From an optimization exercise on the open Yosys and OpenROAD flow, aimed at small area, a short achievable clock period and few clock cycles per item; shortcuts taken in it are not production practice.
RTL that was checked went through simulation tests only; none was proved equivalent to the original.
No activity file was given, so power comes from the tool's default toggle rates.

== before ==
==> flow/design.v <==
package mas_pkg;
  localparam int W = 256;
endpackage
module multiword_add_sequencer (
  input  logic         clk,
  input  logic         rst,
  input  logic         in_valid,
  output logic         in_ready,
  input  logic [255:0] a,
  input  logic [255:0] b,
  input  logic         cin,
  input  logic         sub,
  output logic         out_valid,
  input  logic         out_ready,
  output logic [255:0] sum,
  output logic         cout
);
  localparam int W  = 256;
  localparam int K  = 8;        
  localparam int NB = W / K;    
  localparam int LK = $clog2(K);
  localparam int LB = $clog2(NB);
  logic [W-1:0]  bx, g, p, s0_d;
  logic [NB-1:0] bg, bp;         
  logic [NB:0]   bc_d;           
  assign bx = b ^ {W{sub}};
  assign g  = a & bx;
  assign p  = a ^ bx;
  always_comb begin
    logic [K-1:0] tg, tp;
    for (int j = 0; j < NB; j++) begin
      tg = g[j*K +: K];
      tp = p[j*K +: K];
      if (j == 0) tg[0] = tg[0] | (tp[0] & (sub | cin));
      for (int l = 0; l < LK; l++)
        for (int i = 0; i < K; i++)
          if (i[l]) begin
            tg[i] = tg[i] | (tp[i] & tg[((i >> l) << l) - 1]);
            tp[i] = tp[i] & tp[((i >> l) << l) - 1];
          end
      s0_d[j*K] = p[j*K] ^ ((j == 0) ? (sub | cin) : 1'b0);
      for (int i = 1; i < K; i++) s0_d[j*K+i] = p[j*K+i] ^ tg[i-1];
      bg[j] = tg[K-1];
      bp[j] = tp[K-1];
    end
  end
  always_comb begin
    logic [NB-1:0] tg, tp;
    tg = bg;
    tp = bp;
    for (int l = 0; l < LB; l++)
      for (int i = 0; i < NB; i++)
        if (i[l]) begin
          tg[i] = tg[i] | (tp[i] & tg[((i >> l) << l) - 1]);
          tp[i] = tp[i] & tp[((i >> l) << l) - 1];
        end
    bc_d[0] = 1'b0;
    for (int j = 1; j <= NB; j++) bc_d[j] = tg[j-1];
  end
  logic [W-1:0]  s0_q;
  logic [NB:1]   bc_q;
  logic          valid_q;
  assign in_ready = ~valid_q | out_ready;
  always_ff @(posedge clk or posedge rst) begin
    if (rst)           valid_q <= 1'b0;
    else if (in_ready) valid_q <= in_valid;
  end
  always_ff @(posedge clk) begin
    if (in_ready) begin
      s0_q <= s0_d;
      bc_q <= bc_d[NB:1];
    end
  end
  always_comb begin
    logic [K-1:0] m;
    for (int i = 0; i < K; i++) sum[i] = s0_q[i];
    for (int j = 1; j < NB; j++) begin
      m = s0_q[j*K +: K];
      for (int l = 0; l < LK; l++)
        for (int i = 0; i < K; i++)
          if (i[l]) m[i] = m[i] & m[((i >> l) << l) - 1];
      sum[j*K] = s0_q[j*K] ^ bc_q[j];
      for (int i = 1; i < K; i++) sum[j*K+i] = s0_q[j*K+i] ^ (bc_q[j] & m[i-1]);
    end
  end
  assign cout      = bc_q[NB];
  assign out_valid = valid_q;
endmodule
Settings: LEC_CHECK=0, ABC_CLOCK_PERIOD_IN_PS=3000, CAP_MARGIN=20, CORE_MARGIN=2, CORE_UTILIZATION=40, SETUP_SLACK_MARGIN=3.2, SLEW_MARGIN=20; clock period 6.5 ns.
standard.sh (not shown) runs the stock make flow with config.mk's settings and CLKGATE_MAP_FILE= SYNTH_SCRIPT=/design/flow/synth_recipe.tcl, a recipe that flattens the netlist after the stock synthesis.
==> flow/flow/run.sh <==
#!/bin/bash
# The standard layout (standard.sh), with every port buffered by the
# smallest buffer cell instead of the one buffer_ports picks by default.
set -euo pipefail
export BUFFER_PORTS_ARGS="-buffer_cell sky130_fd_sc_hd__buf_1"
bash standard.sh > standard.log 2>&1
Testbench counts of before, summed over its fixed seeds: cycles 1,608, items 1,600.
What after does differently from before at the input level:
--- a/flow/design.v
+++ b/flow/design.v
@@ -17,5 +17,5 @@
 );
   localparam int W  = 256;
-  localparam int K  = 8;        
+  localparam int K  = 16;       
   localparam int NB = W / K;    
   localparam int LK = $clog2(K);
@@ -73,13 +73,12 @@
   end
   always_comb begin
-    logic [K-1:0] m;
+    logic m;
     for (int i = 0; i < K; i++) sum[i] = s0_q[i];
     for (int j = 1; j < NB; j++) begin
-      m = s0_q[j*K +: K];
-      for (int l = 0; l < LK; l++)
-        for (int i = 0; i < K; i++)
-          if (i[l]) m[i] = m[i] & m[((i >> l) << l) - 1];
-      sum[j*K] = s0_q[j*K] ^ bc_q[j];
-      for (int i = 1; i < K; i++) sum[j*K+i] = s0_q[j*K+i] ^ (bc_q[j] & m[i-1]);
+      m = bc_q[j];
+      for (int i = 0; i < K; i++) begin
+        sum[j*K+i] = s0_q[j*K+i] ^ m;
+        m = m & s0_q[j*K+i];
+      end
     end
   end
Results
| utilization of the core after routing | higher: after |
[after] fraction of synthesized cell area in xor and xnor cells fell 5.4 points relative to before
after: fraction of the yosys area taken by sequential cells is 0.73 points lower than what before reported.
before → after: total power went up by 950 uW; required time of the worst setup path went down by 1.61 ns.
Summed instance area of the synthesized netlist, after vs before: down by a few percent
Wire: after routes more than before
Looking at net count after synthesis, after sits 1.1% lower than before does.
after vs. before: number of synthesized register bits now sits lower; post-route cell area now sits higher; post-route clock skew now sits lower.
Only the layout flow was run in after; the RTL was not checked for function there.

## afterwards: timing with drivers on the ports
How much do the figures lean on ideal ports? The routed layouts below were timed once more, with nothing changed but the port constraints.
Step 1 (the two cells are an assumption about what drives the block):
set clk [get_ports {clk}]
set_driving_cell -lib_cell sky130_fd_sc_hd__clkbuf_16 $clk
set_driving_cell -lib_cell sky130_fd_sc_hd__buf_2 [delete_from_list [all_inputs] $clk]
Step 2, shift: input delay + t, output delay - t, t = (earliest + latest rising clock arrival at the registers) / 2. This alone moves slack from input paths to output paths.
a / b / c = ideal ports / drivers / drivers and shift; a / b = the first two.
| run | t (ns) | slack for setup (ns) | worst setup path after step 2 | worst register clock-pin slew, ns | worst data-port slew with drivers (ns) |
|---|---|---|---|---|---|
| before | 0.615 | 2.007 / 1.924 / 1.309 | input to register | 0.06 / 0.06 | 0.19 |
| after | 0.613 | 1.468 / 1.408 / 1.163 | input to register | 0.06 / 0.06 | 0.17 |
After both steps setup and hold are still met in every run listed. For before, which loses most, drivers alone change the setup slack by -0.083 ns; drivers and shift together by -0.698 ns.
